Source: an optimization exercise on an open RTL-to-GDS flow (aim: small area). Production flows keep margins and buffers that such runs may drop.
No run shown here included a check of the RTL's function; only the layout flow was run.

**design/flow/flow/run.sh**
```bash
#!/bin/bash
# Layout: the standard flow (standard synthesis unchanged), with the input and
# output port buffers made of the smallest plain buffer cell.
set -euo pipefail
export BUFFER_PORTS_ARGS="-buffer_cell sky130_fd_sc_hd__buf_1"
bash standard.sh > standard_flow.log 2>&1
```
**design/flow/design.v**
```verilog
package xgmii_tx_pkg;
    localparam logic [7:0] xgmii_idle   = 8'h07;
    localparam logic [7:0] xgmii_start  = 8'hfb;
    localparam logic [7:0] xgmii_term   = 8'hfd;
    localparam logic [7:0] xgmii_error  = 8'hfe;
    localparam logic [7:0] eth_preamble = 8'h55;
    localparam logic [7:0] eth_sfd      = 8'hd5;
    localparam logic [31:0] crc_poly = 32'hedb8_8320;   
    function automatic logic [31:0] crc32_byte(logic [31:0] crc, logic [7:0] b);
        logic [31:0] c;
        c = crc ^ {24'h0, b};
        for (int i = 0; i < 8; i++) begin
            if (c[0]) begin
                c = (c >> 1) ^ crc_poly;
            end else begin
                c = c >> 1;
            end
        end
        crc32_byte = c;
    endfunction
endpackage
module crc_aoi222 (
    input  logic a1_i, a2_i, b1_i, b2_i, c1_i, c2_i,
    output logic y_o
);
    assign y_o = ~((a1_i & a2_i) | (b1_i & b2_i) | (c1_i & c2_i));
endmodule
module crc_nand3 (
    input  logic a_i, b_i, c_i,
    output logic y_o
);
    assign y_o = ~(a_i & b_i & c_i);
endmodule
module crc32_step (
    input  logic [31:0] c_i,
    input  logic [7:0]  b_i,
    output logic [31:0] c_o
);
    assign c_o = ~xgmii_tx_pkg::crc32_byte(~c_i, b_i);
endmodule
module crc32_d64 (
    input  logic [31:0] inv_i,     
    input  logic [63:0] beat_i,
    input  logic [7:0]  sel_i,     
    input  logic        hold_i,
    output logic [31:0] inv_o
);
    logic [31:0] chain [9];
    logic [31:0] rot   [9];
    logic [31:0] p0, p1, p2;
    assign chain[0] = inv_i;
    for (genvar i = 0; i < 8; i++) begin : g_step
        crc32_step step (
            .c_i (chain[i]),
            .b_i (beat_i[8*i +: 8]),
            .c_o (chain[i+1])
        );
    end
    always_comb begin
        rot[0] = '0;
        for (int n = 1; n <= 8; n++) begin
            for (int p = 0; p < 4; p++) begin
                rot[n][8*p +: 8] = chain[n][8*((p - n) & 3) +: 8];
            end
        end
    end
    for (genvar b = 0; b < 32; b++) begin : g_sel
        crc_aoi222 s0 (.a1_i(sel_i[0]), .a2_i(rot[1][b]), .b1_i(sel_i[1]), .b2_i(rot[2][b]),
                       .c1_i(sel_i[2]), .c2_i(rot[3][b]), .y_o(p0[b]));
        crc_aoi222 s1 (.a1_i(sel_i[3]), .a2_i(rot[4][b]), .b1_i(sel_i[4]), .b2_i(rot[5][b]),
                       .c1_i(sel_i[5]), .c2_i(rot[6][b]), .y_o(p1[b]));
        crc_aoi222 s2 (.a1_i(sel_i[6]), .a2_i(rot[7][b]), .b1_i(sel_i[7]), .b2_i(rot[8][b]),
                       .c1_i(hold_i),   .c2_i(inv_i[b]),  .y_o(p2[b]));
        crc_nand3  s3 (.a_i(p0[b]), .b_i(p1[b]), .c_i(p2[b]), .y_o(inv_o[b]));
    end
endmodule
module xgmii_ao221 (
    input  logic a1_i, a2_i, b1_i, b2_i, c1_i,
    output logic y_o
);
    assign y_o = (a1_i & a2_i) | (b1_i & b2_i) | c1_i;
endmodule
module xgmii_tail_pack (
    input  logic        start_i,
    input  logic        data_i,
    input  logic        tail_i,
    input  logic        term_i,
    input  logic        err_i,
    input  logic [7:0]  keep_i,
    input  logic [63:0] beat_i,    
    input  logic [31:0] fcs_i,     
    output logic [63:0] d_o,
    output logic [7:0]  c_o
);
    logic       tail_ok, tail_err;
    logic [7:0] sel_d, sel_r, is_t, is_i;
    logic [7:0] ch [8];
    assign tail_ok  = tail_i & ~err_i;
    assign tail_err = tail_i & err_i;
    always_comb begin
        for (int j = 0; j < 8; j++) begin
            sel_d[j] = data_i | (tail_ok & keep_i[j]) | (tail_err && j >= 1 && j <= 6);
            sel_r[j] = tail_ok & ~keep_i[j] & ((j < 4) ? 1'b1 : keep_i[(j+4)%8]);
            if (j < 4) sel_r[j] = sel_r[j] | (term_i & keep_i[j+4]);
            if (j < 4) begin
                is_t[j] = term_i & keep_i[j+3] & ~keep_i[(j+4)%8];
            end else if (j == 4) begin
                is_t[j] = term_i & keep_i[7];
            end else begin
                is_t[j] = tail_ok & keep_i[j-5] & ~keep_i[j-4];
            end
            if (j == 7) is_t[j] = is_t[j] | tail_err;
            is_i[j] = ~(sel_d[j] | sel_r[j] | is_t[j] | start_i | (tail_err && j == 0));
        end
        for (int j = 0; j < 8; j++) begin
            ch[j] = ({8{is_i[j]}} & xgmii_tx_pkg::xgmii_idle) |
                    ({8{is_t[j]}} & xgmii_tx_pkg::xgmii_term);
        end
        ch[0] = ch[0] | ({8{start_i}} & xgmii_tx_pkg::xgmii_start) |
                        ({8{tail_err}} & xgmii_tx_pkg::xgmii_error);
        for (int j = 1; j < 7; j++) ch[j] = ch[j] | ({8{start_i}} & xgmii_tx_pkg::eth_preamble);
        ch[7] = ch[7] | ({8{start_i}} & xgmii_tx_pkg::eth_sfd);
        for (int j = 0; j < 8; j++) begin
            c_o[j] = ~(sel_d[j] | sel_r[j] | (start_i && j != 0));
        end
    end
    for (genvar j = 0; j < 8; j++) begin : g_lane
        for (genvar b = 0; b < 8; b++) begin : g_bit
            xgmii_ao221 o (.a1_i(sel_d[j]), .a2_i(beat_i[8*j+b]), .b1_i(sel_r[j]),
                           .b2_i(fcs_i[8*(j%4)+b]), .c1_i(ch[j][b]), .y_o(d_o[8*j+b]));
        end
    end
endmodule
module tx_frame_ctrl (
    input  logic       rst,
    input  logic       tvalid_i,
    input  logic       tlast_i,
    input  logic       err_i,
    input  logic [7:0] keep_i,
    input  logic       tready_i,
    input  logic       start_i,     
    input  logic       data_i,      
    input  logic       last_i,      
    input  logic       tail_i,      
    input  logic       term_i,      
    output logic       tready_o,
    output logic       start_o,
    output logic       data_o,
    output logic       last_o,
    output logic       tail_o,
    output logic       term_o,
    output logic [7:0] sel_o,       
    output logic       hold_o       
);
    logic accept;
    logic beat;      
    logic more;      
    assign accept = tvalid_i & tready_i;
    assign beat   = start_i | data_i;
    assign more   = tail_i & ~err_i & keep_i[3];
    assign start_o  = ~rst & accept & ~beat;
    assign data_o   = ~rst & accept & beat;
    assign last_o   = ~rst & accept & tlast_i;
    assign tail_o   = ~rst & last_i;
    assign term_o   = ~rst & more;
    assign tready_o = ~rst & (tready_i ? ~(accept & tlast_i) : ~(last_i | more));
    always_comb begin
        for (int k = 0; k < 7; k++) begin
            sel_o[k] = beat & last_i & keep_i[k] & ~keep_i[k+1];
        end
        sel_o[7] = beat & (~last_i | keep_i[7]);
    end
    assign hold_o = tail_i | term_i;
endmodule
module axis_xgmii_tx (
    input  logic        clk,
    input  logic        rst,
    input  logic [63:0] tdata_i,
    input  logic [7:0]  tkeep_i,
    input  logic        tvalid_i,
    input  logic        tlast_i,
    input  logic        tuser_i,
    output logic        tready_o,
    output logic [63:0] xgmii_d_o,
    output logic [7:0]  xgmii_c_o
);
    logic [63:0] d1_q;      
    logic [63:0] d2_q;      
    logic [31:0] crc_q;     
    logic [31:0] crc_d;
    logic [7:1]  keep_q;    
    logic        err_q;
    logic        tready_q, start_q, data_q, last_q, tail_q, term_q;
    logic        tready_d, start_d, data_d, last_d, tail_d, term_d;
    logic        hold;
    logic [7:0]  sel;
    tx_frame_ctrl ctrl0 (
        .rst      (rst),
        .tvalid_i (tvalid_i),
        .tlast_i  (tlast_i),
        .err_i    (err_q),
        .keep_i   ({keep_q, 1'b1}),
        .tready_i (tready_q),
        .start_i  (start_q),
        .data_i   (data_q),
        .last_i   (last_q),
        .tail_i   (tail_q),
        .term_i   (term_q),
        .tready_o (tready_d),
        .start_o  (start_d),
        .data_o   (data_d),
        .last_o   (last_d),
        .tail_o   (tail_d),
        .term_o   (term_d),
        .sel_o    (sel),
        .hold_o   (hold)
    );
    crc32_d64 crc0 (
        .inv_i  (crc_q),
        .beat_i (d1_q),
        .sel_i  (sel),
        .hold_i (hold),
        .inv_o  (crc_d)
    );
    xgmii_tail_pack pack0 (
        .start_i (start_q),
        .data_i  (data_q),
        .tail_i  (tail_q),
        .term_i  (term_q),
        .err_i   (err_q),
        .keep_i  ({keep_q, 1'b1}),
        .beat_i  (d2_q),
        .fcs_i   (crc_q),
        .d_o     (xgmii_d_o),
        .c_o     (xgmii_c_o)
    );
    assign tready_o = tready_q;
    always_ff @(posedge clk) begin
        d1_q     <= tdata_i;
        d2_q     <= d1_q;
        crc_q    <= crc_d;
        tready_q <= tready_d;
        start_q  <= start_d;
        data_q   <= data_d;
        last_q   <= last_d;
        tail_q   <= tail_d;
        term_q   <= term_d;
    end
    always_ff @(posedge clk) begin
        if (tready_q) begin
            keep_q <= tkeep_i[7:1];
            err_q  <= tuser_i;
        end
    end
endmodule
```
**design/flow/standard.sh**
```bash
#!/bin/bash
# synth_recipe.tcl (not shown) runs the flow's synth.tcl, then flattens the netlist and writes it again
# the make line also repeats each setting of config.mk as NAME=value (left out here)
make -C /OpenROAD-flow-scripts/flow DESIGN_CONFIG=/design/flow/config.mk WORK_HOME=/design/flow/orfs CLKGATE_MAP_FILE= SYNTH_SCRIPT=/design/flow/synth_recipe.tcl "${@:-finish}"
```
**design/flow/config.mk**
```make
export PLATFORM = sky130hd
export DESIGN_NAME = axis_xgmii_tx
export DESIGN_NICKNAME = axis_xgmii_tx
export VERILOG_FILES = /design/flow/design.v
export SDC_FILE = /design/flow/constraint.sdc
export NUM_CORES = 4
export LEC_CHECK = 0
export CAP_MARGIN = 20
export CORE_MARGIN = 2
export CORE_UTILIZATION = 40
export GPL_TIMING_DRIVEN = 0
export SETUP_SLACK_MARGIN = 0.2
export SLEW_MARGIN = 20
export SYNTH_HIERARCHICAL = 1
```
**design/flow/constraint.sdc**
```tcl
create_clock -name core_clock -period 9.0 [get_ports {clk}]
set_input_delay 1.8000 -clock core_clock [delete_from_list [all_inputs] [get_ports {clk}]]
set_output_delay 1.8000 -clock core_clock [all_outputs]
set_load 0.01 [all_outputs]
```
==> results of run 1 <==
==> per-module statistics from Yosys (local to each module, per instance), a selection <==
module           flip-flops and latches  cell area, um^2  copies in the design
xgmii_tail_pack                       0              552                     1
tx_frame_ctrl                         0              176                     1
crc_nand3                             0             5.00                    32
crc_aoi222                            0             10.0                    96
axis_xgmii_tx                       174             3570                     1
crc32_step                            0              736                     8
xgmii_ao221                           0             10.0                    64
==> worst max-delay path: cells and delay by family (launching register included) <==
family / cells / cell delay (ns)
xor gates and xnor gates: 26 / 6.42
and+or+nand+nor: 1 / 0.14
AOI/OAI and AO/OA: 1 / 0.43
DFF: 1 / 0.38
buffers and inverters: 7 / 1.18
==> final cells by class <==
cell class                      instances  share of cell area [%]
Sequential cell                       174                    21.3
Antenna cell                            2                  0.0299
Clock inverter                         15                   0.979
Tap cell                              390                    2.91
Buffer                                  8                   0.232
Multi-Input combinational cell        844                    58.3
Clock buffer                           17                    2.54
Inverter                               12                   0.269
Timing Repair Buffer                  328                    13.4
==> routing by layer <==
layer / vias up / GRT usage, % / share of wire, %
met5: - / 0 / 0
met4: 0 / 17.8 / 6.4
met3: 137 / 6.44 / 12
met2: 742 / 46.3 / 44
met1: 5215 / 40.2 / 38
li1: 4529 / - / -
==> metrics by stage <==
step / setup slack [ns] / instance area [um^2] / setup TNS (ns) / std cells
after floorplan: 0.206 / 12000 / 0 / 1038
after global placement: -3.46 / 13000 / -95.26 / 1576
after detailed placement: -2.91 / 13300 / -79.45 / 1588
after CTS: 0.200 / 15800 / 0 / 1718
after global routing: 0.0619 / 16700 / 0 / 1788
final: 0.283 / 16700 / 0 / 1790
==> worst min-delay path by stage <==
stage	startpoint	end	slack [ns]	cells after the start
2_1_floorplan	d1_q[10]	d2_q[10]	0.35	0
4_1_cts	d1_q[33]	d2_q[33]	0.39	0
6_report	d1_q[14]	d2_q[14]	0.39	0
5_1_grt	d1_q[14]	d2_q[14]	0.40	0
3_3_place_gp	d1_q[42]	d2_q[42]	0.36	0
3_5_place_dp	d1_q[36]	d2_q[36]	0.36	0
==> cell families (layout without fill, tap and decap cells) <==
kind of cell,count (synthesis),in the layout,share of synthesized area (%)
simple gates,111,111,5.27
compound gates,192,192,15.1
flops,174,174,29.8
xor+xnor,536,536,49.0
buf+inv,20,380,0.702
other cells,1,7,0.0314
==> registers in the layout, indices dropped and copies added (netlist names) <==
name	flops
tail_q	1
data_q	1
err_q	1
d2_q	64
start_q	1
crc_q	32
d1_q	64
last_q	1
keep_q	7
term_q	1
tready_q	1
==> what timing repair did <==
action	4_1_cts	5_1_grt
setup endpoints to repair	32	27
resized for setup	113	44
pin swaps	53	43
buffers inserted	98	70
==> layout by cell type (no fill, tap or decap), types with 6 or more instances in the layout <==
master	instances
xnor2_4	52
buf_1	148
xor2_4	16
nor3b_4	6
clkbuf_16	17
xor2_2	23
dfxtp_2	7
dfxtp_1	159
xnor3_2	8
xnor2_2	86
inv_8	6
xor3_1	16
a222oi_1	96
nand2_1	10
nand3_1	32
xnor3_1	8
buf_12	20
nor2_1	24
edfxtp_1	8
nand2b_1	11
buf_4	150
xor2_1	73
a221o_1	64
buf_8	7
inv_1	12
o21ai_0	14
xnor2_1	254
==> flow_summary.toml, run 1 <==
[outcome]
status = "timing/DRC/antenna clean"

[logic_synthesis]
yosys.area.top_type = "dfxtp_1"
synth_top_area_share_pct = 27.8
synth_edf_count = 8
synthArstFlopShare_pct = 0
ys.flop_type = "dfxtp_1"
ys_top_cells_by_count = "xnor2_1 (344), dfxtp_1 (166), a222oi_1 (96)"
syn_inst = 1034
yosysMostFrequentCell = "xnor2_1"
yosys_warnings = 17
synth_seq_cells = 174
synthTopCellsByArea = "dfxtp_1 (28%), xnor2_1 (25%), a222oi_1 (8.0%), xor2_1 (5.9%), xnor2_2 (5.4%)"
ys_types = 45
synth.avg_cell_area_um2 = 11.6
synth_seq_area_share_pct = 29.8
syn-cell-area_um2 = 11900

[place]
routabilityCongestion = 0.986
io_buffers = 148
dp_hpwl_um = 36600

[layout]
final-seq-area_um2 = 3570
fin_nets = 1462
n_fill_cell = 2502
multi_input_area_um2 = 9760
drive_above_1_share_pct = 30.4
fin_util_pct = 56.8
syn_to_final_growth_pct = 40.2

[timing]
fin_crit_sh_pct = 96.9
setup_viol = 0
worst_pin_slew_ns = 1.09
fmax_mhz = 115
fin_skew_ns = 0.0164
fin_crit_ns = 8.72
relSlewSlack_pct = 26.8
holdWs_ns = 0.391
rsz0062_at_grt = "yes"
final-hold-violation-count = 0
slew_viol_final = 0

[clocking]
cts_sinks = 174
clockRootBuffer = "clkbuf_16"
cts_tree = "built"
cts_buffer_depth = 2
clkLatencyLatePin_ns = 0.46
cts-buffers-inserted = 17
ctsHoldBuffers = 0
htree_num_levels = 4
clkTransAtPathRegs_ns = 0.08

[floorplan]
initial_core_util_pct = 40.5
dieArea_um2 = 31300
die_h_um = 177
design.core.area_um2 = 29500
rows = 63
boundaryPins = 150
die_width_um = 177

[critical_path]
crit_start = "crc_q[7]"
ff2ff_setup_slack_ns = 0.28
cp_max_fo = 6
arrival_ns = 9.05
cp-end-kind = "flip-flop"
cpPeakStageDelay_ns = 0.64
rr_worst_depth = 35
cp_common_cell = "xnor2_2"
endpoint = "crc_q[14]"
reg2reg_from = "crc_q[7]"
cp_slowest_cell = "xnor2_1"
startpoint_type = "flip-flop"
r2r_end = "crc_q[14]"
crit_required_ns = 9.33
criticalPathCategory = "reg2reg"

[routing]
drt_iter0_markers = 1947
ant_nets = 0
wl_um = 48900
vias = 10600
drcViolationCount = 0
drt_first_pass_iters = 10
routed_via_density = 5.93
routedWlPerCell_um = 27.3

[global_route]
grt_pass1_vias = 9727
grt_usage_pct = 30.6
grt_max_degree = 33
gr-total-overflow = 0
antenna_found_initial = 2
grt_pass1_wl_um = 67600

[min_path]
timing.hold.worst.class = "reg2reg"

[job]
max_cap_violations = 0
==> inputs of run 2 (changes only) <==
--- a/design/flow/config.mk
+++ b/design/flow/config.mk
@@ -7,8 +7,9 @@
 export LEC_CHECK = 0
 export CAP_MARGIN = 20
 export CORE_MARGIN = 2
-export CORE_UTILIZATION = 40
-export GPL_TIMING_DRIVEN = 0
-export SETUP_SLACK_MARGIN = 0.2
+export CORE_UTILIZATION = 55
+export CTS_BUF_LIST = sky130_fd_sc_hd__clkbuf_8
+export GPL_TIMING_DRIVEN = 1
+export SETUP_SLACK_MARGIN = 0.05
 export SLEW_MARGIN = 20
 export SYNTH_HIERARCHICAL = 1
==> run 2 against run 1 <==
  * Largest cell class unchanged
  * Routed wire length decreased by 7.6%
  * Still clean
  * Sequential share of layout area increased by 3.1 points
  * Final area decreased by 13%
  * Count of clock-buffer cells in the layout unchanged
==> flow_summary.toml, run 2 <==
[outcome]
status = "timing/DRC/antenna clean"

[place]
routabilityCongestion = 1.04
placedInstanceArea_um2 = 13800
dp_hpwl_um = 35900
dp_cells = 1579
io_buffers = 148

[critical_path]
criticalPathCategory = "reg2reg"
startpoint_type = "flip-flop"
ff2ff_setup_slack_ns = 0.28
cp_max_fo = 6
arrival_ns = 9.07
r2r_end = "crc_q[21]"
cpPeakStageDelay_ns = 0.55
cp_slowest_cell = "xnor2_1"
rr_worst_depth = 37
cp_common_cell = "xnor2_1"
reg2reg_from = "d1_q[0]"
cp-end-kind = "flip-flop"
crit_required_ns = 9.34

[layout]
n_fill_cell = 1708
layout_commonest_cell = "xnor2_1"
fin_nets = 1409
final_cell_mix = "xnor2_1 (320), dfxtp_1 (166), buf_1 (148)"
stdcell_count = 1620
fin_area_um2 = 14600
fin_util_pct = 69.0
antenna-diode-count = 0
syn_to_final_growth_pct = 22.1
drive_above_1_share_pct = 21.9
top_regs = "d1_q (64), d2_q (64), crc_q (32)"

[logic_synthesis]
syn-cell-area_um2 = 11900
synth_top_area_share_pct = 27.8
synthArstFlopShare_pct = 0
ys.flop_type = "dfxtp_1"
synth_edf_count = 8
yosys.area.top_type = "dfxtp_1"
synthTopCellsByArea = "dfxtp_1 (28%), xnor2_1 (25%), a222oi_1 (8.0%), xor2_1 (5.9%), xnor2_2 (5.4%)"
synth_seq_cells = 174
ys_types = 45
synth.avg_cell_area_um2 = 11.6
yosys_warnings = 17
yosysMostFrequentCell = "xnor2_1"
ys_top_cells_by_count = "xnor2_1 (344), dfxtp_1 (166), a222oi_1 (96)"
synth_seq_area_share_pct = 29.8
syn_inst = 1034

[clocking]
clkLatencyLatePin_ns = 0.48
clockRootBuffer = "clkbuf_8"
ctsHoldBuffers = 0
clkTransAtPathRegs_ns = 0.12
cts_sinks = 174
cts-buffers-inserted = 17
htree_num_levels = 4
cts_buffer_depth = 2
cts_tree = "built"

[global_route]
use_met3_pct = 7.92
grt_max_degree = 33
grt_usage_pct = 39.2
busiest_layer = "met2"
grt_pass1_wl_um = 63000
grt.met1_usage_pct = 53.2
use_met2_pct = 58.7
gr-total-overflow = 0
grt_pass1_vias = 9293
antenna_found_initial = 0

[timing]
setup_viol = 0
final-hold-violation-count = 0
rsz0062_at_grt = "yes"
slew_viol_final = 0
fin_crit_ns = 8.72
fmax_mhz = 115
fin_crit_sh_pct = 96.9
relSlewSlack_pct = 30.9
worst_pin_slew_ns = 1.03
fin_skew_ns = 0.0180

[floorplan]
die_width_um = 151
rows = 53
design.core.area_um2 = 21200
die_h_um = 151
boundaryPins = 150
initial_core_util_pct = 56.5
dieArea_um2 = 22900

[routing]
drt_first_pass_iters = 8
drt_iter0_markers = 1593
ant_nets = 0
drcViolationCount = 0
wl_um = 45200
routedWlPerCell_um = 27.9
vias = 10100
routed_via_density = 6.23

[min_path]
min_path_cells = 0
worstHoldEndpoint = "d2_q[42]"
timing.hold.worst.class = "reg2reg"
hp-start = "d1_q[42]"

[job]
max_cap_violations = 0
-- run 2: cell counts after synthesis --
Identical to the previous run, type by type.
-- run 2: timing repair --
item	in CTS	in global routing
resized for setup	7	21
buffers inserted	2	7
pin swaps	1	3
gates cloned	0	0
setup endpoints to repair	14	24
-- run 2: through the flow --
| step | setup TNS (ns) | hold WS [ns] | setup WS [ns] |
|---|---|---|---|
| finish | 0 | 0.387 | 0.275 |
| global route | 0 | 0.387 | 0.0329 |
| CTS | 0 | 0.373 | 0.110 |
| detailed placement | -0.865 | 0.359 | -0.159 |
| global placement | -0.618 | 0.360 | -0.144 |
| floorplan | 0 | 0.350 | 0.0506 |
-- run 2: cell families after synthesis --
logic type	share of synthesized area (%)
AOI/OAI and AO/OA	15.1
xor gates and xnor gates	49.0
buffers and inverters	0.702
DFF	29.8
other	0.0314
and+or+nand+nor	5.27
-- run 2: layer usage --
layer	part of all wire, %	up-vias
li1	-	4412
met1	39	4835
met2	44	713
met3	11	125
met4	6.1	0
met5	0	-
-- run 2: worst max-delay path by stage --
stage	from	end	slack, ns
2_1_floorplan	crc_q[3]	crc_q[20]	0.05
3_3_place_gp	crc_q[6]	crc_q[19]	-0.14
3_5_place_dp	crc_q[6]	crc_q[19]	-0.16
4_1_cts	d1_q[1]	crc_q[18]	0.11
5_1_grt	d1_q[1]	crc_q[18]	0.03
6_report	d1_q[0]	crc_q[21]	0.28
-- run 2: cell type report --
cell class | instances | area, um^2 | area share [%]
Clock buffer | 17 | 234 | 1.60
Inverter | 12 | 45.0 | 0.309
Timing Repair Buffer | 283 | 1610 | 11.0
Multi-Input combinational cell | 844 | 8580 | 58.8
Tap cell | 275 | 344 | 2.36
Sequential cell | 174 | 3560 | 24.4
Clock inverter | 15 | 214 | 1.47
-- run 2: critical path: cells and delay by family, from the launching register on --
| family | cells | cell delay, ns |
|---|---|---|
| buffers and inverters | 7 | 1.31 |
| and+or+nand+nor | 1 | 0.07 |
| AOI/OAI and AO/OA | 1 | 0.24 |
| DFF | 1 | 0.49 |
| xor gates and xnor gates | 28 | 6.42 |
-- run 2: per-module statistics from Yosys (local to each module, per instance), excerpt --
| module | flops+latches | area (um^2) |
|---|---|---|
| tx_frame_ctrl | 0 | 176 |
| xgmii_ao221 | 0 | 10.0 |
| xgmii_tail_pack | 0 | 552 |
| crc_aoi222 | 0 | 10.0 |
| axis_xgmii_tx | 174 | 3570 |
| crc_nand3 | 0 | 5.00 |
==> inputs of run 3 (changes only) <==
==> design/flow/flow/run.sh (replaced) <==
#!/bin/bash
# Layout: the standard flow (standard synthesis unchanged), with the port buffers made of
# the smallest plain buffer and downsizing where slack allows.
set -euo pipefail
export BUFFER_PORTS_ARGS="-buffer_cell sky130_fd_sc_hd__buf_1"
export RECOVER_POWER=100
bash standard.sh > standard_flow.log 2>&1
--- a/design/flow/config.mk
+++ b/design/flow/config.mk
@@ -7,9 +7,8 @@
 export LEC_CHECK = 0
 export CAP_MARGIN = 20
 export CORE_MARGIN = 2
-export CORE_UTILIZATION = 55
-export CTS_BUF_LIST = sky130_fd_sc_hd__clkbuf_8
-export GPL_TIMING_DRIVEN = 1
+export CORE_UTILIZATION = 40
+export GPL_TIMING_DRIVEN = 0
 export SETUP_SLACK_MARGIN = 0.05
 export SLEW_MARGIN = 20
 export SYNTH_HIERARCHICAL = 1
==> run 3 against run 2 <==
  * Critical path depth fell by 2
  * Area after synthesis did not move
  * Global-route usage fell by 8.0 points
  * Non-clock buffer count rose by 31
  * Via count rose by 4.5%
  * Largest cell class unchanged
  * First-iteration DRC count rose by 20%
  * Routed wire length rose by 9.6%
  * Utilization fell by 13 points
==> flow_summary.toml, run 3 <==
[outcome]
status = "timing/DRC/antenna clean"

[critical_path]
cp_max_fo = 6
reg2reg_from = "d1_q[1]"
cp_slowest_cell = "dfxtp_1"
crit_required_ns = 9.31
startpoint_type = "flip-flop"
ff2ff_setup_slack_ns = 0.29
r2r_end = "crc_q[23]"
criticalPathCategory = "reg2reg"
rr_worst_depth = 35
cp_common_cell = "xnor2_2"
cpPeakStageDelay_ns = 0.44
cp-end-kind = "flip-flop"
arrival_ns = 9.03

[global_route]
grt_pass1_vias = 9852
gr-total-overflow = 0
grt_usage_pct = 31.1
grt_max_degree = 33
grt_pass1_wl_um = 68900
antenna_found_initial = 1

[logic_synthesis]
ys_types = 45
syn_inst = 1034
yosys.area.top_type = "dfxtp_1"
ys.flop_type = "dfxtp_1"
synth_seq_area_share_pct = 29.8
synthArstFlopShare_pct = 0
synth_top_area_share_pct = 27.8
ys_top_cells_by_count = "xnor2_1 (344), dfxtp_1 (166), a222oi_1 (96)"
yosys_warnings = 17
synthTopCellsByArea = "dfxtp_1 (28%), xnor2_1 (25%), a222oi_1 (8.0%), xor2_1 (5.9%), xnor2_2 (5.4%)"
yosysMostFrequentCell = "xnor2_1"
syn-cell-area_um2 = 11900
synth_edf_count = 8
synth_seq_cells = 174
synth.avg_cell_area_um2 = 11.6

[clocking]
clockRootBuffer = "clkbuf_16"
cts-buffers-inserted = 17
clkLatencyLatePin_ns = 0.46
ctsHoldBuffers = 0
cts_sinks = 174
clkTransAtPathRegs_ns = 0.07
cts_buffer_depth = 2
htree_num_levels = 4
cts_tree = "built"

[layout]
syn_to_final_growth_pct = 38.7
final_cell_mix = "xnor2_1 (259), dfxtp_1 (158), buf_1 (148)"
top_regs = "d1_q (64), d2_q (64), crc_q (32)"
n_fill_cell = 2512
stdcell_count = 1767
drive_above_1_share_pct = 28.3
fin_nets = 1440
layout_commonest_cell = "xnor2_1"

[floorplan]
die_width_um = 177
boundaryPins = 150
initial_core_util_pct = 40.5
die_h_um = 177
design.core.area_um2 = 29500
rows = 63
dieArea_um2 = 31300

[place]
dp_hpwl_um = 36500
dp_cells = 1587
routabilityCongestion = 0.993
io_buffers = 148
post-place-ws_ns = -3.49

[timing]
fmax_mhz = 115
setup_slack_ns = 0.287
worst_pin_slew_ns = 1.07
fin_skew_ns = 0.0106
final-hold-violation-count = 0
fin_crit_ns = 8.71
fin_crit_sh_pct = 96.8
slew_viol_final = 0
relSlewSlack_pct = 28.2
setup_viol = 0

[min_path]
min_path_cells = 0
timing.hold.worst.class = "reg2reg"
worstHoldEndpoint = "d2_q[8]"
hp-start = "d1_q[8]"

[routing]
drcViolationCount = 0
routedWlPerCell_um = 28.0
drt_first_pass_iters = 9
ant_nets = 0
vias = 10500
drt_iter0_markers = 1916
routed_via_density = 5.96
wl_um = 49500

[job]
max_cap_violations = 0
[run 3: repair_timing]
item                                   CTS  global route
gates resized for setup                107            50
setup endpoints to repair               32            26
pin swaps                               47            31
endpoints found under the hold margin    0             0
buffers inserted                        88            59
[run 3: worst max-delay path, delay by kind of cell, from the launching register on]
kind                   cells  cell delay (ns)
buffers and inverters      5             0.83
XOR/XNOR                  28             6.91
AND/OR/NAND/NOR            1             0.11
flip-flops                 1             0.44
AO/OA/AOI/OAI              1             0.23
[run 3: per-stage QoR]
stage | hold slack (ns) | TNS (ns) | util (%) | cell area (um^2)
6_report | 0.391 | 0 | 56.2 | 16600
5_1_grt | 0.404 | -0.0239 | 56.2 | 16600
4_1_cts | 0.393 | 0 | 53.1 | 15700
3_5_place_dp | 0.363 | -92.47 | 44.8 | 13200
3_3_place_gp | 0.358 | -107.60 | 44.1 | 13000
2_1_floorplan | 0.350 | 0 | - | 12000
[run 3: cell type report]
type / count / area, um^2 / share of cell area (%)
plain buffers: 8 / 33.8 / 0.204
inverters: 12 / 45.0 / 0.272
flip-flops and latches: 174 / 3570 / 21.6
clock inverters: 12 / 115 / 0.695
clock buffers: 20 / 478 / 2.89
well taps: 390 / 488 / 2.95
multi-input cells: 844 / 9730 / 58.7
repair buffers: 306 / 2100 / 12.7
diodes: 1 / 2.50 / 0.0151
[run 3: routing by layer]
metal  up-vias  track usage, %  part of all wire [%]
met4         0            16.9                   6.0
met2       761            47.1                    44
met5         -               0                     0
met3       115            6.06                    10
li1       4499               -                     -
met1      5164            41.8                    40
[run 3: Yosys stat by module (local to each module, per instance), a selection]
module / times used / cells inside / cell area, um^2 / flops+latches
axis_xgmii_tx: 1 / 175 / 3570 / 174
tx_frame_ctrl: 1 / 24 / 176 / 0
xgmii_tail_pack: 1 / 99 / 552 / 0
crc32_step: 8 / 68 / 736 / 0
crc_aoi222: 96 / 1 / 10.0 / 0
crc_nand3: 32 / 1 / 5.00 / 0
[run 3: how the worst max path moves through the flow]
stage | from | endpoint | slack, ns | cells past startpoint
detailed placement | crc_q[0] | crc_q[19] | -3.49 | 29
global placement | crc_q[2] | crc_q[19] | -3.92 | 30
CTS | crc_q[7] | crc_q[23] | 0.05 | 37
finish | d1_q[1] | crc_q[23] | 0.29 | 35
floorplan | crc_q[3] | crc_q[20] | 0.05 | 30
global route | d1_q[1] | crc_q[23] | -0.02 | 36
[run 3: cell families after synthesis]
family | count (synthesis) | share of synthesized area (%)
flops | 174 | 29.8
buf+inv | 20 | 0.702
other cells | 1 | 0.0314
compound gates | 192 | 15.1
simple gates | 111 | 5.27
xor+xnor | 536 | 49.0
==> inputs of run 4 (changes only) <==
==> design/flow/flow/run.sh (replaced) <==
#!/bin/bash
# Layout: the standard flow (standard synthesis unchanged), with the port buffers made of
# the smallest plain buffer, timing repair by sizing only, and downsizing where slack allows.
set -euo pipefail
export BUFFER_PORTS_ARGS="-buffer_cell sky130_fd_sc_hd__buf_1"
export SETUP_MOVE_SEQUENCE="unbuffer,sizeup,swap"
export RECOVER_POWER=100
bash standard.sh > standard_flow.log 2>&1
--- a/design/flow/config.mk
+++ b/design/flow/config.mk
@@ -9,6 +9,6 @@
 export CORE_MARGIN = 2
 export CORE_UTILIZATION = 40
 export GPL_TIMING_DRIVEN = 0
-export SETUP_SLACK_MARGIN = 0.05
+export SETUP_SLACK_MARGIN = 0.2
 export SLEW_MARGIN = 20
 export SYNTH_HIERARCHICAL = 1
==> run 4 against run 3 <==
  * The layout now fails its checks (negative setup slack)
  * Non-clock buffer count decreased by 146
  * Global-route usage is 1.1 points lower
  * Flip-flop and latch count stayed put
  * Final area decreased by 4.6%
  * Worst hold slack improved by 0.00097 ns
  * Worst setup slack worse by 0.70 ns
  * First-iteration DRC count is 5.6% higher
  * Utilization is 2.6 points lower
  * Routed wire length down 5.6%
  * Maximum frequency is 7.4% lower
  * Critical endpoint unchanged
==> flow_summary.toml, run 4 <==
[outcome]
status = "complete, but fails checks"
so_faults = "negative setup slack"

[floorplan]
die_h_um = 177
initial_core_util_pct = 40.5
design.core.area_um2 = 29500
die_width_um = 177
dieArea_um2 = 31300
rows = 63
boundaryPins = 150

[critical_path]
cp_slowest_cell = "xnor3_2"
ff2ff_setup_slack_ns = -0.41
crit_required_ns = 9.31
criticalPathCategory = "reg2reg"
cp-end-kind = "flip-flop"
cpPeakStageDelay_ns = 0.53
cp_common_cell = "xnor2_4"
cp_max_fo = 6
arrival_ns = 9.72
startpoint_type = "flip-flop"

[global_route]
grt_max_degree = 33
gr-total-overflow = 0
antenna_found_initial = 0
grt_usage_pct = 30.1
grt_pass1_wl_um = 66300
grt_pass1_vias = 9366

[logic_synthesis]
synthTopCellsByArea = "dfxtp_1 (28%), xnor2_1 (25%), a222oi_1 (8.0%), xor2_1 (5.9%), xnor2_2 (5.4%)"
synth_top_area_share_pct = 27.8
yosys_warnings = 17
ys_top_cells_by_count = "xnor2_1 (344), dfxtp_1 (166), a222oi_1 (96)"
synthArstFlopShare_pct = 0
ys.flop_type = "dfxtp_1"
ys_types = 45
syn-cell-area_um2 = 11900
synth_seq_area_share_pct = 29.8
synth_seq_cells = 174
yosysMostFrequentCell = "xnor2_1"
syn_inst = 1034
yosys.area.top_type = "dfxtp_1"
synth.avg_cell_area_um2 = 11.6
synth_edf_count = 8

[timing]
fmax_mhz = 106
setup_slack_ns = -0.410
slew_viol_final = 0
fin_skew_ns = 0.0158
final-hold-violation-count = 0
fin_crit_sh_pct = 105
rsz0062_at_grt = "yes"
fin_crit_ns = 9.41
final.setup.tns_ns = -4.01
setup_viol = 19
relSlewSlack_pct = 27.4
worst_pin_slew_ns = 1.08

[place]
placedInstanceArea_um2 = 13300
dp_hpwl_um = 36600
routabilityCongestion = 0.986
io_buffers = 148
post-place-ws_ns = -2.91

[min_path]
timing.hold.worst.class = "reg2reg"

[clocking]
clkTransAtPathRegs_ns = 0.08
clkLatencyLatePin_ns = 0.46
post_cts.repair.setup_buffers = 0
cts_buffer_depth = 2
cts-buffers-inserted = 17
cts_sinks = 174
htree_num_levels = 4
ctsHoldBuffers = 0
cts_tree = "built"
clockRootBuffer = "clkbuf_16"

[layout]
drive_above_1_share_pct = 21.5
layout_commonest_cell = "xnor2_1"
antenna-diode-count = 0
final_cell_mix = "xnor2_1 (240), dfxtp_1 (158), buf_1 (148)"
top_regs = "d1_q (64), d2_q (64), crc_q (32)"
fin_nets = 1294
fin_area_um2 = 15800
fin_util_pct = 53.6
syn_to_final_growth_pct = 32.3

[job]
max_cap_violations = 0

[routing]
wl_um = 46800
routedWlPerCell_um = 28.9
drt_first_pass_iters = 7
routed_via_density = 6.05
drt_iter0_markers = 2024
ant_nets = 0
vias = 9798
drcViolationCount = 0
run 4: cell types whose count changed in the layout (fill, tap and decap cells not counted), moves of 5 or more:
cell / previous run / this run
buf_8: 2 / 7
xnor2_2: 80 / 67
buf_12: 24 / 0
xnor2_1: 259 / 240
xor2_4: 19 / 26
buf_4: 123 / 0
xnor2_4: 53 / 85
run 4: metal layers:
layer | track usage (%) | wire length (um) | vias up
met5 | 0 | 0 | -
met4 | 16.7 | 2730 | 0
met3 | 6.66 | 4930 | 118
met1 | 40.1 | 18500 | 4808
met2 | 45.1 | 20600 | 652
li1 | - | - | 4220
run 4: worst paths after layout:
kind              startpoint        end  cells past startpoint
hold / removal      d1_q[32]   d2_q[32]                      0
setup reg to reg    crc_q[7]  crc_q[23]                     30
hold reg to reg     d1_q[32]   d2_q[32]                      0
setup / recovery    crc_q[7]  crc_q[23]                     30
run 4: worst max-delay path: cells and delay by family, from the launching register on:
family / cells / cell delay (ns)
AO/OA/AOI/OAI: 1 / 0.27
XOR/XNOR: 28 / 8.42
flip-flops: 1 / 0.41
AND/OR/NAND/NOR: 1 / 0.11
run 4: metrics by stage:
stage	hold slack, ns	cells
detailed placement	0.363	1588
global placement	0.362	1576
CTS	0.394	1620
finish	0.392	1620
global route	0.401	1620
floorplan	0.350	1038
run 4: cell families after synthesis:
group	Yosys count	share of synthesized area (%)
buffers and inverters	20	0.702
other	1	0.0314
XOR/XNOR	536	49.0
AND/OR/NAND/NOR	111	5.27
AO/OA/AOI/OAI	192	15.1
flip-flops	174	29.8
run 4: area by class of cell:
type                       count  area (um^2)
sequential                   174         3580
clock buffer                  17          425
inverter                      12         45.0
timing repair buffer         160          726
fill                        2578        13700
buffer                         8         33.8
clock inverter                15          164
tap                          390          488
multi-input combinational    844        10300
run 4: what timing repair did:
action,in CTS,in global routing
gates resized for setup,198,20
hold endpoints to repair,0,0
setup endpoints to repair,32,32
pin swaps,94,31
run 4: modules after synthesis, one instance, submodules excluded, excerpt:
module	cells inside	times used	flip-flops and latches	area (um^2)
xgmii_tail_pack	99	1	0	552
axis_xgmii_tx	175	1	174	3570
crc_aoi222	1	96	0	10.0
crc32_step	68	8	0	736
crc_nand3	1	32	0	5.00
tx_frame_ctrl	24	1	0	176
xgmii_ao221	1	64	0	10.0
==> inputs of run 5 (changes only) <==
--- a/design/flow/design.v
+++ b/design/flow/design.v
@@ -38,6 +38,15 @@
 );
     assign c_o = ~xgmii_tx_pkg::crc32_byte(~c_i, b_i);
 endmodule
+module crc32_step2 (
+    input  logic [31:0] c_i,
+    input  logic [15:0] b_i,
+    output logic [31:0] c1_o,
+    output logic [31:0] c2_o
+);
+    assign c1_o = ~xgmii_tx_pkg::crc32_byte(~c_i, b_i[7:0]);
+    assign c2_o = ~xgmii_tx_pkg::crc32_byte(xgmii_tx_pkg::crc32_byte(~c_i, b_i[7:0]), b_i[15:8]);
+endmodule
 module crc32_d64 (
     input  logic [31:0] inv_i,     
     input  logic [63:0] beat_i,
@@ -49,11 +58,12 @@
     logic [31:0] rot   [9];
     logic [31:0] p0, p1, p2;
     assign chain[0] = inv_i;
-    for (genvar i = 0; i < 8; i++) begin : g_step
-        crc32_step step (
-            .c_i (chain[i]),
-            .b_i (beat_i[8*i +: 8]),
-            .c_o (chain[i+1])
+    for (genvar i = 0; i < 8; i += 2) begin : g_step
+        crc32_step2 step (
+            .c_i  (chain[i]),
+            .b_i  (beat_i[8*i +: 16]),
+            .c1_o (chain[i+1]),
+            .c2_o (chain[i+2])
         );
     end
     always_comb begin
==> design/flow/flow/run.sh (replaced) <==
#!/bin/bash
# Layout: the standard flow (standard synthesis unchanged), with the input and
# output port buffers made of the smallest plain buffer cell.
set -euo pipefail
export BUFFER_PORTS_ARGS="-buffer_cell sky130_fd_sc_hd__buf_1"
bash standard.sh > standard_flow.log 2>&1
==> run 5 against run 4 <==
  * Now clean on timing, DRC and antenna
  * Die area up 11%
  * Sequential share of layout area is 0.52 points lower
  * Critical path depth down 6
  * First-iteration DRC count down 0.94%
  * Cell count grew 7.7%
  * Routed wire length rose by 8.0%
  * Register-to-register slack better by 0.68 ns
  * Via count rose by 5.1%
  * Maximum frequency up 7.7%
==> flow_summary.toml, run 5 <==
[outcome]
status = "timing/DRC/antenna clean"

[routing]
drt_first_pass_iters = 9
routedWlPerCell_um = 29.0
routed_via_density = 5.91
ant_nets = 0
wl_um = 50500
drt_iter0_markers = 2005
vias = 10300
drcViolationCount = 0

[clocking]
clkLatencyLatePin_ns = 0.45
htree_num_levels = 4
cts-buffers-inserted = 17
cts_tree = "built"
cts_sinks = 174
clkTransAtPathRegs_ns = 0.07
clockRootBuffer = "clkbuf_16"
cts_buffer_depth = 2
ctsHoldBuffers = 0

[logic_synthesis]
synth_top_area_share_pct = 25.0
synthTopCellsByArea = "dfxtp_1 (25%), xnor2_1 (20%), xnor3_1 (8.8%), a222oi_1 (7.2%), xor2_1 (6.9%)"
synth.avg_cell_area_um2 = 12.4
syn-cell-area_um2 = 13300
synth_seq_area_share_pct = 26.8
syn_inst = 1070
ys.flop_type = "dfxtp_1"
yosysMostFrequentCell = "xnor2_1"
synth_seq_cells = 174
yosys.area.top_type = "dfxtp_1"
yosys_warnings = 17
ys_types = 47
ys_top_cells_by_count = "xnor2_1 (304), dfxtp_1 (166), xor2_1 (104)"
synthArstFlopShare_pct = 0
synth_edf_count = 8

[global_route]
grt_pass1_wl_um = 71600
antenna_found_initial = 1
grt_pass1_vias = 9743
grt_usage_pct = 28.8
gr-total-overflow = 0
grt_max_degree = 33

[layout]
final_cell_mix = "xnor2_1 (284), dfxtp_1 (162), buf_1 (148)"
drive_above_1_share_pct = 19.6
fin_util_pct = 49.4
fin_nets = 1366
antenna-diode-count = 0
layout_commonest_cell = "xnor2_1"
syn_to_final_growth_pct = 21.1
top_regs = "d1_q (64), d2_q (64), crc_q (32)"

[floorplan]
dieArea_um2 = 34700
die_h_um = 186
rows = 66
design.core.area_um2 = 32600
die_width_um = 186
boundaryPins = 150
initial_core_util_pct = 40.8

[timing]
slew_viol_final = 0
final-hold-violation-count = 0
final.setup.tns_ns = 0
setup_slack_ns = 0.265
fin_crit_sh_pct = 97.1
relSlewSlack_pct = 29.4
worst_pin_slew_ns = 1.05
setup_viol = 0
fin_crit_ns = 8.73
holdWs_ns = 0.365
fin_skew_ns = 0.0135
rsz0062_at_grt = "no"
fmax_mhz = 114

[min_path]
timing.hold.worst.class = "reg2reg"

[critical_path]
crit_chain = "xnor2_4 > xor3_2 > xnor3_2 > xnor3_2 > xor2_4 > xnor2_4 > buf_4 > buf_4 > xnor2_2 > xnor2_1 > xor2_1 > xnor2_1 > xor3_1 > xnor3_2 > xor2_4 > xnor2_4 > xor2_2 > xnor2_4 > xnor3_2 > xor3_2 > xnor3_2 > xnor2_1 > a222oi_1 > nand3_1"
cp_max_fo = 6
cp_slowest_cell = "xnor3_2"
cp_top_family = "XOR/XNOR gates"
cp-end-kind = "flip-flop"
cpPeakStageDelay_ns = 0.63
crit_buf_inv = 2
criticalPathCategory = "reg2reg"
cp_common_cell = "xnor3_2"
crit_required_ns = 9.31
arrival_ns = 9.04
startpoint_type = "flip-flop"

[place]
routabilityCongestion = 0.980
dp_hpwl_um = 39800
io_buffers = 148
post-place-ws_ns = -1.00

[job]
max_cap_violations = 0
## run 5: per-layer routing
layer / global-route usage (%) / share of wire (%) / vias up
li1: - / - / 4451
met1: 39.4 / 41 / 5037
met2: 43.8 / 44 / 732
met3: 5.15 / 9.6 / 79
met4: 14.5 / 4.9 / 0
met5: 0 / 0 / -
## run 5: worst register-to-register path, stage by stage, from the launching register on
cell,delay (ns)
dfxtp_1,0.41
xnor2_4,0.41
xor3_2,0.53
xnor3_2,0.38
xnor3_2,0.52
xor2_4,0.21
xnor2_4,0.30
buf_4,0.20
buf_4,0.21
xnor2_2,0.16
xnor2_1,0.57
xor2_1,0.27
xnor2_1,0.39
xor3_1,0.30
xnor3_2,0.34
xor2_4,0.40
xnor2_4,0.22
xor2_2,0.37
xnor2_4,0.23
xnor3_2,0.63
xor3_2,0.32
xnor3_2,0.48
xnor2_1,0.15
a222oi_1,0.46
nand3_1,0.13
## run 5: Yosys stat by module (local to each module, per instance), excerpt
module           copies in the design  cells
axis_xgmii_tx                       1    175
crc32_step2                         4    145
crc_aoi222                         96      1
crc_nand3                          32      1
tx_frame_ctrl                       1     24
xgmii_ao221                        64      1
xgmii_tail_pack                     1     99
## run 5: logic make-up after synthesis
kind of cell / Yosys count / synth area share (%)
xor gates and xnor gates: 572 / 54.2
and+or+nand+nor: 111 / 4.73
other: 1 / 0.0282
buffers and inverters: 20 / 0.631
DFF: 174 / 26.8
AOI/OAI and AO/OA: 192 / 13.6
## run 5: cell type report
cell class,instances,area [um^2]
Buffer,8,38.8
Clock buffer,22,464
Clock inverter,10,153
Fill cell,2870,16500
Inverter,12,45.0
Multi-Input combinational cell,880,10300
Sequential cell,174,3570
Tap cell,442,553
Timing Repair Buffer,196,991
## run 5: through the flow
stage	cell area [um^2]	instances
after floorplan	13300	1074
after global routing	16100	1744
final	16100	1744
after detailed placement	14600	1672
after global placement	14400	1664
after CTS	15800	1724
## run 5: final timing paths
check | slack [ns] | cells after the start | startpoint | end
setup reg to reg | 0.27 | 24 | crc_q[3] | crc_q[26]
setup / recovery | 0.27 | 24 | crc_q[3] | crc_q[26]
hold / removal | 0.37 | 0 | d1_q[27] | d2_q[27]
hold reg to reg | 0.37 | 0 | d1_q[27] | d2_q[27]
## run 5: timing repair
item                       in CTS  in global routing
setup endpoints to repair      32                 24
gates resized for setup        51                 28
pin swaps                      12                 13
buffers inserted               20                 20
==> inputs of run 6 (changes only) <==
--- a/design/flow/design.v
+++ b/design/flow/design.v
@@ -19,6 +19,20 @@
         crc32_byte = c;
     endfunction
 endpackage
+module crc_xor2 (
+    input  logic a_i,
+    input  logic b_i,
+    output logic y_o
+);
+    assign y_o = a_i ^ b_i;
+endmodule
+module crc_xnor2 (
+    input  logic a_i,
+    input  logic b_i,
+    output logic y_o
+);
+    assign y_o = ~(a_i ^ b_i);
+endmodule
 module crc_aoi222 (
     input  logic a1_i, a2_i, b1_i, b2_i, c1_i, c2_i,
     output logic y_o
@@ -36,16 +50,82 @@
     input  logic [7:0]  b_i,
     output logic [31:0] c_o
 );
-    assign c_o = ~xgmii_tx_pkg::crc32_byte(~c_i, b_i);
-endmodule
-module crc32_step2 (
-    input  logic [31:0] c_i,
-    input  logic [15:0] b_i,
-    output logic [31:0] c1_o,
-    output logic [31:0] c2_o
-);
-    assign c1_o = ~xgmii_tx_pkg::crc32_byte(~c_i, b_i[7:0]);
-    assign c2_o = ~xgmii_tx_pkg::crc32_byte(xgmii_tx_pkg::crc32_byte(~c_i, b_i[7:0]), b_i[15:8]);
+    logic r12_33, r13_35, r14_37, r14_38, r15_40, r15_41, r16_43, r16_44, r17_46, r17_47, r18_49, r18_50, r19_52, r26_60, r2_17, r3_19, r4_21, r4_22, r7_26, r8_28, t10, t11, t12, t13, t14, t15, t16, t17, t18, t19, t20, t21, t22, t8, t9, x0, x1, x2, x3, x4, x5, x6, x7;
+    crc_xor2 g_x0 (.a_i(c_i[0]), .b_i(b_i[0]), .y_o(x0));
+    crc_xor2 g_x1 (.a_i(c_i[1]), .b_i(b_i[1]), .y_o(x1));
+    crc_xor2 g_x2 (.a_i(c_i[2]), .b_i(b_i[2]), .y_o(x2));
+    crc_xor2 g_x3 (.a_i(c_i[3]), .b_i(b_i[3]), .y_o(x3));
+    crc_xor2 g_x4 (.a_i(c_i[4]), .b_i(b_i[4]), .y_o(x4));
+    crc_xor2 g_x5 (.a_i(c_i[5]), .b_i(b_i[5]), .y_o(x5));
+    crc_xor2 g_x6 (.a_i(c_i[6]), .b_i(b_i[6]), .y_o(x6));
+    crc_xor2 g_x7 (.a_i(c_i[7]), .b_i(b_i[7]), .y_o(x7));
+    crc_xor2 g0 (.a_i(x0), .b_i(x1), .y_o(t8));
+    crc_xor2 g1 (.a_i(x2), .b_i(x5), .y_o(t9));
+    crc_xor2 g2 (.a_i(x3), .b_i(x6), .y_o(t10));
+    crc_xor2 g3 (.a_i(x4), .b_i(x7), .y_o(t11));
+    crc_xor2 g4 (.a_i(x4), .b_i(x5), .y_o(t12));
+    crc_xnor2 g5 (.a_i(x1), .b_i(x7), .y_o(t13));
+    crc_xor2 g6 (.a_i(x6), .b_i(t8), .y_o(t14));
+    crc_xor2 g7 (.a_i(t9), .b_i(t10), .y_o(t15));
+    crc_xor2 g8 (.a_i(t10), .b_i(t11), .y_o(t16));
+    crc_xor2 g9 (.a_i(x0), .b_i(x3), .y_o(t17));
+    crc_xor2 g10 (.a_i(x1), .b_i(x3), .y_o(t18));
+    crc_xor2 g11 (.a_i(x0), .b_i(x6), .y_o(t19));
+    crc_xor2 g12 (.a_i(t11), .b_i(t18), .y_o(t20));
+    crc_xor2 g13 (.a_i(t9), .b_i(t11), .y_o(t21));
+    crc_xnor2 g14 (.a_i(x7), .b_i(t14), .y_o(t22));
+    crc_xnor2 g15 (.a_i(c_i[8]), .b_i(x2), .y_o(c_o[0]));
+    crc_xor2 g16 (.a_i(c_i[9]), .b_i(t17), .y_o(c_o[1]));
+    crc_xor2 g17 (.a_i(c_i[10]), .b_i(x4), .y_o(r2_17));
+    crc_xnor2 g18 (.a_i(t8), .b_i(r2_17), .y_o(c_o[2]));
+    crc_xor2 g19 (.a_i(c_i[11]), .b_i(x1), .y_o(r3_19));
+    crc_xnor2 g20 (.a_i(t9), .b_i(r3_19), .y_o(c_o[3]));
+    crc_xor2 g21 (.a_i(c_i[12]), .b_i(x0), .y_o(r4_21));
+    crc_xor2 g22 (.a_i(x2), .b_i(t10), .y_o(r4_22));
+    crc_xor2 g23 (.a_i(r4_21), .b_i(r4_22), .y_o(c_o[4]));
+    crc_xor2 g24 (.a_i(c_i[13]), .b_i(t20), .y_o(c_o[5]));
+    crc_xor2 g25 (.a_i(c_i[14]), .b_i(t12), .y_o(c_o[6]));
+    crc_xor2 g26 (.a_i(c_i[15]), .b_i(x5), .y_o(r7_26));
+    crc_xnor2 g27 (.a_i(t19), .b_i(r7_26), .y_o(c_o[7]));
+    crc_xor2 g28 (.a_i(c_i[16]), .b_i(x6), .y_o(r8_28));
+    crc_xor2 g29 (.a_i(t13), .b_i(r8_28), .y_o(c_o[8]));
+    crc_xnor2 g30 (.a_i(c_i[17]), .b_i(x7), .y_o(c_o[9]));
+    crc_xnor2 g31 (.a_i(c_i[18]), .b_i(x2), .y_o(c_o[10]));
+    crc_xnor2 g32 (.a_i(c_i[19]), .b_i(x3), .y_o(c_o[11]));
+    crc_xor2 g33 (.a_i(c_i[20]), .b_i(x0), .y_o(r12_33));
+    crc_xor2 g34 (.a_i(x4), .b_i(r12_33), .y_o(c_o[12]));
+    crc_xor2 g35 (.a_i(c_i[21]), .b_i(x5), .y_o(r13_35));
+    crc_xnor2 g36 (.a_i(t8), .b_i(r13_35), .y_o(c_o[13]));
+    crc_xor2 g37 (.a_i(c_i[22]), .b_i(x1), .y_o(r14_37));
+    crc_xor2 g38 (.a_i(x2), .b_i(x6), .y_o(r14_38));
+    crc_xnor2 g39 (.a_i(r14_37), .b_i(r14_38), .y_o(c_o[14]));
+    crc_xor2 g40 (.a_i(c_i[23]), .b_i(x2), .y_o(r15_40));
+    crc_xor2 g41 (.a_i(x3), .b_i(x7), .y_o(r15_41));
+    crc_xnor2 g42 (.a_i(r15_40), .b_i(r15_41), .y_o(c_o[15]));
+    crc_xor2 g43 (.a_i(c_i[24]), .b_i(x2), .y_o(r16_43));
+    crc_xor2 g44 (.a_i(x4), .b_i(t17), .y_o(r16_44));
+    crc_xor2 g45 (.a_i(r16_43), .b_i(r16_44), .y_o(c_o[16]));
+    crc_xor2 g46 (.a_i(c_i[25]), .b_i(x3), .y_o(r17_46));
+    crc_xor2 g47 (.a_i(t8), .b_i(t12), .y_o(r17_47));
+    crc_xnor2 g48 (.a_i(r17_46), .b_i(r17_47), .y_o(c_o[17]));
+    crc_xor2 g49 (.a_i(c_i[26]), .b_i(x4), .y_o(r18_49));
+    crc_xor2 g50 (.a_i(t9), .b_i(r18_49), .y_o(r18_50));
+    crc_xor2 g51 (.a_i(t14), .b_i(r18_50), .y_o(c_o[18]));
+    crc_xor2 g52 (.a_i(c_i[27]), .b_i(t13), .y_o(r19_52));
+    crc_xnor2 g53 (.a_i(t15), .b_i(r19_52), .y_o(c_o[19]));
+    crc_xor2 g54 (.a_i(c_i[28]), .b_i(t16), .y_o(c_o[20]));
+    crc_xor2 g55 (.a_i(c_i[29]), .b_i(t21), .y_o(c_o[21]));
+    crc_xor2 g56 (.a_i(c_i[30]), .b_i(t15), .y_o(c_o[22]));
+    crc_xor2 g57 (.a_i(c_i[31]), .b_i(t16), .y_o(c_o[23]));
+    crc_xor2 g58 (.a_i(x0), .b_i(t21), .y_o(c_o[24]));
+    crc_xnor2 g59 (.a_i(t8), .b_i(t15), .y_o(c_o[25]));
+    crc_xor2 g60 (.a_i(x2), .b_i(t8), .y_o(r26_60));
+    crc_xor2 g61 (.a_i(t16), .b_i(r26_60), .y_o(c_o[26]));
+    crc_xor2 g62 (.a_i(x5), .b_i(t20), .y_o(c_o[27]));
+    crc_xnor2 g63 (.a_i(t19), .b_i(t12), .y_o(c_o[28]));
+    crc_xnor2 g64 (.a_i(x5), .b_i(t22), .y_o(c_o[29]));
+    assign c_o[30] = t22;
+    assign c_o[31] = t13;
 endmodule
 module crc32_d64 (
     input  logic [31:0] inv_i,     
@@ -58,12 +138,11 @@
     logic [31:0] rot   [9];
     logic [31:0] p0, p1, p2;
     assign chain[0] = inv_i;
-    for (genvar i = 0; i < 8; i += 2) begin : g_step
-        crc32_step2 step (
-            .c_i  (chain[i]),
-            .b_i  (beat_i[8*i +: 16]),
-            .c1_o (chain[i+1]),
-            .c2_o (chain[i+2])
+    for (genvar i = 0; i < 8; i++) begin : g_step
+        crc32_step step (
+            .c_i (chain[i]),
+            .b_i (beat_i[8*i +: 8]),
+            .c_o (chain[i+1])
         );
     end
     always_comb begin
==> design/flow/run.sh (new file) <==
#!/bin/bash
# synth_recipe.tcl (not shown) runs the flow's synth.tcl, then flattens the netlist and writes it again
# the make line also repeats each setting of config.mk as NAME=value (left out here)
make -C /OpenROAD-flow-scripts/flow DESIGN_CONFIG=/design/flow/config.mk WORK_HOME=/design/flow/orfs CLKGATE_MAP_FILE= SYNTH_SCRIPT=/design/flow/synth_recipe.tcl finish
removed: design/flow/flow/run.sh
removed: design/flow/standard.sh
==> run 6 against run 5 <==
  * Non-clock buffer count increased by 212
  * Final area increased by 20%
  * Area after synthesis decreased by 15%
  * Global-route usage increased by 7.6 points
  * The layout now fails its checks (negative setup slack)
==> flow_summary.toml, run 6 <==
[critical_path]
cp-end-kind = "flip-flop"
startpoint_type = "flip-flop"
reg2reg_from = "crc_q[5]"
r2r_end = "crc_q[21]"
cp_max_fo = 6
ff2ff_setup_slack_ns = -0.01
cpPeakStageDelay_ns = 0.49
cp_slowest_cell = "a222oi_1"
criticalPathCategory = "reg2reg"
crit_required_ns = 9.32
arrival_ns = 9.34
cp_common_cell = "xor2_4"
rr_worst_depth = 38
endpoint = "crc_q[21]"
crit_start = "crc_q[5]"

[min_path]
timing.hold.worst.class = "reg2reg"

[job]
max_cap_violations = 0

[clocking]
clockRootBuffer = "clkbuf_16"
cts-buffers-inserted = 17
clkTransAtPathRegs_ns = 0.07
htree_num_levels = 4
cts_buffer_depth = 2
ctsHoldBuffers = 0
cts_sinks = 174
clkLatencyLatePin_ns = 0.46
cts_tree = "built"

[global_route]
grt_pass1_wl_um = 74700
gr-total-overflow = 0
grt_usage_pct = 36.4
antenna_found_initial = 1
grt_max_degree = 33
grt_pass1_vias = 10500

[logic_synthesis]
synth_seq_cells = 174
syn_inst = 1090
yosysMostFrequentCell = "xor2_1"
synth_edf_count = 8
ys_top_cells_by_count = "xor2_1 (448), dfxtp_1 (166), xnor2_1 (136)"
synth_top_area_share_pct = 34.7
ys.flop_type = "dfxtp_1"
synth.avg_cell_area_um2 = 10.4
syn-cell-area_um2 = 11300
yosys.area.top_type = "xor2_1"
ys_types = 39
synthTopCellsByArea = "xor2_1 (35%), dfxtp_1 (29%), xnor2_1 (11%), a222oi_1 (8.5%), a221o_1 (5.7%)"
synthArstFlopShare_pct = 0
yosys_warnings = 16
synth_seq_area_share_pct = 31.6

[timing]
worst_pin_slew_ns = 1.14
setup_viol = 1
final-hold-violation-count = 0
fmax_mhz = 111
fin_skew_ns = 0.0111
setup_slack_ns = -0.0124
rsz0062_at_grt = "yes"
fin_crit_ns = 9.01
relSlewSlack_pct = 23.2
slew_viol_final = 0
holdWs_ns = 0.390
final.setup.tns_ns = -0.0124
fin_crit_sh_pct = 100

[layout]
final_cell_mix = "xor2_1 (266), buf_4 (196), dfxtp_1 (151)"
fin_area_um2 = 19400
fin_nets = 1582
layout_commonest_cell = "xor2_1"
drive_above_1_share_pct = 35.4
syn_to_final_growth_pct = 71.5
fin_util_pct = 69.7
antenna-diode-count = 0
top_regs = "d1_q (64), d2_q (64), crc_q (32)"

[routing]
vias = 11200
routed_via_density = 5.89
drt_first_pass_iters = 9
routedWlPerCell_um = 29.0
drt_iter0_markers = 1914
drcViolationCount = 0
wl_um = 55000
ant_nets = 0

[outcome]
status = "complete, but fails checks"
so_faults = "negative setup slack"

[place]
dp_hpwl_um = 39300
routabilityCongestion = 0.981
io_buffers = 148
placedInstanceArea_um2 = 14400

[floorplan]
initial_core_util_pct = 40.6
boundaryPins = 150
die_width_um = 172
dieArea_um2 = 29600
die_h_um = 172
rows = 61
design.core.area_um2 = 27800
## run 6: changes by cell type after synthesis, sizes merged
cell   previous run  this run
xor2            116       448
xnor2           356       136
xnor3            76         0
xor3             24         0
buf               4        20
inv              12         4
## run 6: final cells by class
class                           count  area, um^2
Multi-Input combinational cell    892       10600
Tap cell                          378         473
Sequential cell                   174        3600
Timing Repair Buffer              392        3910
Buffer                             24         163
Fill cell                        1944        8420
Clock inverter                     15         183
Inverter                            4        15.0
Clock buffer                       17         425
## run 6: how the worst min path moves through the flow
stage          cells after the start        to  slack [ns]     start
6_report                           0  d2_q[31]        0.39  d1_q[31]
5_1_grt                            0  d2_q[31]        0.40  d1_q[31]
4_1_cts                            0  d2_q[41]        0.39  d1_q[41]
3_5_place_dp                       0  d2_q[41]        0.36  d1_q[41]
3_3_place_gp                       0  d2_q[16]        0.36  d1_q[16]
2_1_floorplan                      0  d2_q[15]        0.35  d1_q[15]
## run 6: routing by layer
layer  up-vias  wire length [um]  part of all wire [%]  track usage, %
met5         -                 0                     0               0
met4         0              4090                   7.4            22.0
met3       165              5340                   9.7            6.75
met2       776             23700                    43            53.5
met1      5555             21900                    40            49.6
li1       4679                 -                     -               -
## run 6: repair_timing
item | in CTS | in global routing
pin swaps | 88 | 84
gates resized for setup | 177 | 83
hold endpoints to repair | 0 | 0
endpoints found under the setup margin | 32 | 30
buffers inserted | 148 | 83
## run 6: cell families (layout without fill, tap and decap cells)
family	count (synthesis)	in the layout	synth area share (%)
other	1	5	0.0332
DFF	174	174	31.6
AOI/OAI and AO/OA	192	192	16.0
xor gates and xnor gates	584	584	45.3
buffers and inverters	28	452	1.54
and+or+nand+nor	111	111	5.57
## run 6: per-stage QoR
stage	std cells	worst slack, ns
2_1_floorplan	1094	-0.237
3_3_place_gp	1620	-3.35
3_5_place_dp	1633	-3.19
4_1_cts	1813	0.200
5_1_grt	1896	-0.238
6_report	1896	-0.0124
## run 6: modules after synthesis (local to each module, per instance), excerpt
module           times used  cell area [um^2]  cells  flip-flops and latches
xgmii_tail_pack           1               552     99                       0
crc_aoi222               96              10.0      1                       0
xgmii_ao221              64              10.0      1                       0
crc32_step                8              15.0      2                       0
crc_xnor2               136              8.76      1                       0
axis_xgmii_tx             1              3570    175                     174
tx_frame_ctrl             1               176     24                       0
crc_nand3                32              5.00      1                       0
crc_xor2                448              8.76      1                       0
## run 6: worst max-delay path, delay by kind of cell, from the launching register on
family                 cells  cell delay, ns
AO/OA/AOI/OAI              1            0.49
XOR/XNOR                  29            6.71
buffers and inverters      7            1.05
flip-flops                 1            0.43
AND/OR/NAND/NOR            1            0.13

## static timing again, ports no longer ideal
The results above use ideal ports. As a check the final layouts listed here were re-extracted and re-timed, cells and wires unchanged.
Step 1: set_driving_cell puts a clkbuf_16 on clk and a buf_2 on each other input, an assumption about the parent block.
Step 2 times the ports against the registers' clock, not the clock port: input delays grow and output delays shrink by t, the midpoint of the rising clock arrivals with the driver on.
Three values: no drivers, after step 1, after step 2; two values: the first two.
run	t, ns	setup slack, ns	worst setup path at the end	cell pins on the clock port's net
run 1	0.504	0.283 / 0.283 / 0.283	register to register	1
run 2	0.521	0.275 / 0.275 / 0.275	register to register	1
run 3	0.500	0.287 / 0.287 / 0.287	register to register	1
run 4	0.502	-0.410 / -0.410 / -0.410	register to register	1
run 5	0.500	0.265 / 0.265 / 0.265	register to register	1
run 6	0.506	-0.012 / -0.012 / -0.012	register to register	1
